From an optimization exercise on the open Yosys and OpenROAD flow, aimed at small area, a short achievable clock period and few clock cycles per item; shortcuts taken in it are not production practice.
Where RTL was checked, it was by simulation tests only, not by an equivalence proof against the original.
Power figures rest on the tool's default switching activity, not on a simulated workload.

P:
==> flow/design.v (excerpt) <==
module cory_vtap2 #(
  parameter int N = 8,
  parameter int W = 8
) (
  input  logic         clk,
  input  logic         reset,
  input  logic         i_a_v,
  input  logic [N-1:0] i_a_d,
  input  logic         i_a_last_x,
  input  logic         i_a_last_y,
  output logic         o_a_r,
  output logic         o_z_v,
  output logic [N-1:0] o_z_d,
  output logic [N-1:0] o_z_up,
  output logic         o_z_up_v,
  output logic         o_z_last_x,
  output logic         o_z_last_y,
  input  logic         i_z_r
);
Size in the first run: roughly 2400 cells after synthesis, roughly 2100 flip-flops, roughly 66000 sq um of cells after synthesis.
clock: 3.3 ns
lec_check: 0
abc_clock_period_in_ps: 2000
cap_margin: 20
core_margin: 2
core_utilization: 40
cts_cluster_diameter: 60
cts_cluster_size: 28
setup_slack_margin: 1.5
slew_margin: 20
run.sh (not shown) runs the stock make flow with config.mk's settings and CLKGATE_MAP_FILE= SYNTH_SCRIPT=/design/flow/synth_recipe.tcl, a recipe that flattens the netlist after the stock synthesis.
Testbench counts of P, summed over its fixed seeds: cycles 43,876, items 43,860.
#### Input delta (Q over P)
Settings: CTS_CLUSTER_DIAMETER: 60 -> 100; PLACE_DENSITY: unset -> 0.85.
--- outcome ---
Looking at count of instances resized after the clock tree is built, Q sits below P. Final hold slack, P and Q: lower on P. Sort P and Q by worst setup slack after layout, ascending, and Q comes first. Delta (Q minus P): sum of internal, switching and leakage power moved down; leakage power moved down; antenna diode count moved up; number of cells traversed by the worst register-to-register path moved up.
#### Input delta (R over Q)
Settings: changing CORE_UTILIZATION from 40 to 70.
Findings:
- Min met3 global-route usage across R and Q: Q
- On share of the final layout cell area in multi-input gates, R and Q are basically level.
- Per the comparison of R with Q, final period demand of the worst path down 0.092 ns, final setup skew down 0.0066 ns.
- On final core utilization, the lower figure sits with Q, not R.
- First-pass GRT wire length, R and Q: lower on Q
- | post-layout instance area | R vs Q | better |


== lane 1 ==
Starting RTL as in the previous note.
clock: 3.3 ns
lec_check: 0
abc_clock_period_in_ps: 2000
cap_margin: 20
core_margin: 2
core_utilization: 40
cts_cluster_diameter: 100
cts_cluster_size: 26
setup_slack_margin: 1.3
slew_margin: 20
Testbench counts of lane 1, summed over its fixed seeds: cycles 43,876, items 43,860.
Relative to lane 1, the following input files were edited for lane 2:
- CTS_CLUSTER_SIZE changed from 26 to 30
==> comparison <==
- Lane 1 and lane 2 ended up with roughly the same met2 wirelength from detailed routing.
- Multi-input logic area grows slightly when moving from lane 1 to lane 2.
- Comparing lane 2 against lane 1, there is no change at all in share of synthesized area occupied by flip-flops and latches.
- For the areal power density over the cells, lane 2 came in 8.2 mW/mm^2 lower than lane 1 did.
- Between lane 2 and lane 1, the difference in switching power share of the total is negligible.
- Relative contribution of the clock network to total power: lane 2 < lane 1
- The number of vias in the routed layout was comparable across lane 2 and lane 1.
Input changes introduced in lane 3 (baseline for comparison: lane 2):
- SETUP_SLACK_MARGIN now 1.5, was 1.3
- CTS_CLUSTER_SIZE now 28, was 30
- ABC_AREA now 1, previously not set
For lane 3, the cell type of the slowest stage on the worst timing path was sky130_fd_sc_hd__edfxtp_1, unlike lane 2, where it was sky130_fd_sc_hd__a222oi_1.
Compared with lane 2, in lane 3 power share of the combinational group has decreased, average via count per standard cell has decreased.
Lane 3 vs. lane 2: site row count roughly the same, sequential power down 18%, worst setup slack now sits lower, area growth from synthesis to layout shows an increase of 0.37 points.
On lane 3: final area is about 0.5% higher than what lane 2 gave.
In the flow results for lane 3 and lane 2, the quantity of gates resized following cts is larger on lane 2.
--- input diff lane 3..lane 4 ---
- changing CTS_CLUSTER_SIZE from 28 to 24
- changing CTS_CLUSTER_DIAMETER from 100 to 150
- removing ABC_AREA (formerly 1)
- On basic-gate share of the synthesized area counting and, or, nand and nor cells: lane 4 sits below lane 3.
- Diff lane 3 -> lane 4: highest clock frequency the design can meet shows an increase of about 10%; design area went up by 0.72%.
Edits applied to the flow inputs when going from lane 4 to lane 5:
- swapping 24 for 26 in CTS_CLUSTER_SIZE
- swapping 1.5 for 1.7 in SETUP_SLACK_MARGIN
- swapping 150 for 100 in CTS_CLUSTER_DIAMETER
Between lane 4 and lane 5, the clock skew figures differ only marginally. On leakage component of the power, the higher figure sits with lane 5, not lane 4. Comparing lane 5 with lane 4, the worst setup slack came out essentially unchanged. Required time at the worst-slack endpoint came out higher on lane 5 than on lane 4. On maximum clock rate, lane 5 and lane 4 are basically level.


Setup of v9:
Another version of the RTL of cory_vtap2 (not shown whole).
Size: roughly 2600 cells after synthesis, roughly 35 I/O pins.
Settings: LEC_CHECK=0, ABC_CLOCK_PERIOD_IN_PS=2000, CAP_MARGIN=20, CORE_MARGIN=2, CORE_UTILIZATION=40, CTS_CLUSTER_DIAMETER=100, CTS_CLUSTER_SIZE=26, SETUP_SLACK_MARGIN=1.8, SLEW_MARGIN=20; clock period 3.3 ns.
Setup changes, v9 to v25
Settings: swapping 1.8 for 1.5 in SETUP_SLACK_MARGIN.
==> run summary <==
- Largest stage delay on the critical path sits higher in v25 than in v9.
- Looking at v9 and v25, the met3 usage is a wash.
- Worst setup margin delta (v25 − v9): favourable
## Diff of input files: v34 against v25
Settings: a change of CORE_UTILIZATION from 40 to 60.
--- outcome ---
- v34 ends up with a global-route usage that is 5.2 points higher than in v25.
- Changes observed in v34 relative to v25: final clock period utilization by the worst path increased 0.19 points; wire length of the first global-routing pass now sits higher; actual slew at the worst max-slew pin dropped 0.25 ns.
- Area taken by flip-flops and latches of v25 is on par with v34.
- dfxtp_2 as the library cell contributing the largest single delay on the critical path was reported by v25, and or4b_4 by v34.
- Taking v25 over v34, the maximum ir drop on the vdd rail ratio works out to 0.929.
- For v34, the end of the critical path was rot_q[2]$_SDFF_PP0_, unlike v25, where it was ar_q$_SDFF_PP1_.
- Comparing v25 against v34, there is no change at all in count of multi-input gates.
No run of this note included a check of the RTL's function; only the layout flow was run.


RTL: one of the versions met above, not the one the previous note started from.
Size: ~2400 cells after synthesis, ~2100 flip-flops, about 35 I/O pins, ~66000 sq um of cells after synthesis.
clock: 3.3 ns
lec_check: 0
abc_clock_period_in_ps: 2000
cap_margin: 10
core_margin: 2
core_utilization: 40
cts_cluster_diameter: 100
cts_cluster_size: 28
setup_slack_margin: 1.5
slew_margin: 10
Testbench counts at the start, summed over its fixed seeds: cycles 43,876, items 43,860.
Edit:
CAP_MARGIN = 20   (was 10)
CTS_CLUSTER_SIZE = 30   (was 28)
SLEW_MARGIN = 20   (was 10)
Outcome: Sequential cell count does not change. Combinational power grows by about 1%. Total power falls by 0.54%. Non-clock buffer count rose by 1.
Edit:
CTS_CLUSTER_SIZE = 26   (was 30)
After rerunning:
- non-clock buffer count falls by 1
- design area rises by 0.44%
- synthesized cell count is unchanged
- cell count hardly moves


Starting RTL as in the previous note.
clock: 3.3 ns
lec_check: 0
abc_clock_period_in_ps: 2000
cap_margin: 20
core_margin: 2
core_utilization: 40
cts_cluster_diameter: 100
cts_cluster_size: 28
setup_slack_margin: 1.5
slew_margin: 20
Testbench counts at the start, summed over its fixed seeds: cycles 43,876, items 43,860.
Next try:
Settings changed: CTS_CLUSTER_DIAMETER 100 to 150.
After rerunning: Synthesized area is unchanged. Fmax goes up by about 0.3%. Core utilization hardly moves. Design area barely changes. Sequential power stays flat. Power stays flat.

## what the ideal ports hide
No port has a modelled driver above. Below, the same layouts with a new extraction and two added sets of constraints.
Step 1: set_driving_cell puts a clkbuf_16 on clk and a buf_2 on each other input, an assumption about the parent block.
Step 2 moves the port delays by t, midway between the first and last clock arrival at a register: inputs arrive t later, outputs are due t later. That takes back most of the time a late clock gives input paths.
a / b / c = ideal / step 1 / step 2; a / b = the first two.
run | t (ns) | setup WS [ns] | worst setup path after step 2 | latest minus earliest clock arrival (ns)
P | 0.802 | 1.346 / 1.269 / 0.888 | input to register | 0.091 / 0.090
Q | 0.783 | 1.166 / 1.166 / 0.733 | input to register | 0.047 / 0.048
R | 0.746 | 1.258 / 1.191 / 0.745 | input to register | 0.059 / 0.059
lane 1 | 0.780 | 1.291 / 1.279 / 0.936 | input to register | 0.048 / 0.048
lane 2 | 0.770 | 1.301 / 1.283 / 0.883 | input to register | 0.043 / 0.043
lane 3 | 0.774 | 1.169 / 1.092 / 0.907 | input to register | 0.039 / 0.039
lane 4 | 0.794 | 1.356 / 1.278 / 0.880 | input to register | 0.047 / 0.048
lane 5 | 0.778 | 1.358 / 1.282 / 0.931 | input to register | 0.044 / 0.045
v9 | 0.787 | 1.389 / 1.360 / 1.027 | input to register | 0.046 / 0.046
v25 | 0.785 | 1.421 / 1.352 / 0.875 | input to register | 0.040 / 0.040
v34 | 0.762 | 1.415 / 1.359 / 0.808 | input to register | 0.034 / 0.034
the first run of note 4 | 0.768 | 1.360 / 1.282 / 0.881 | input to register | 0.033 / 0.033
the second run of note 4 | 0.770 | 1.347 / 1.281 / 0.882 | input to register | 0.041 / 0.041
the third run of note 4 | 0.779 | 1.352 / 1.275 / 0.874 | input to register | 0.045 / 0.044
the first run of note 5 | 0.768 | 1.360 / 1.282 / 0.881 | input to register | 0.033 / 0.033
the second run of note 5 | 0.773 | 1.366 / 1.289 / 0.853 | input to register | 0.032 / 0.032
After both steps every run listed still meets setup and hold. The setup slack of v34, which loses most, moves by -0.056 ns with the drivers and by -0.607 ns with both steps.
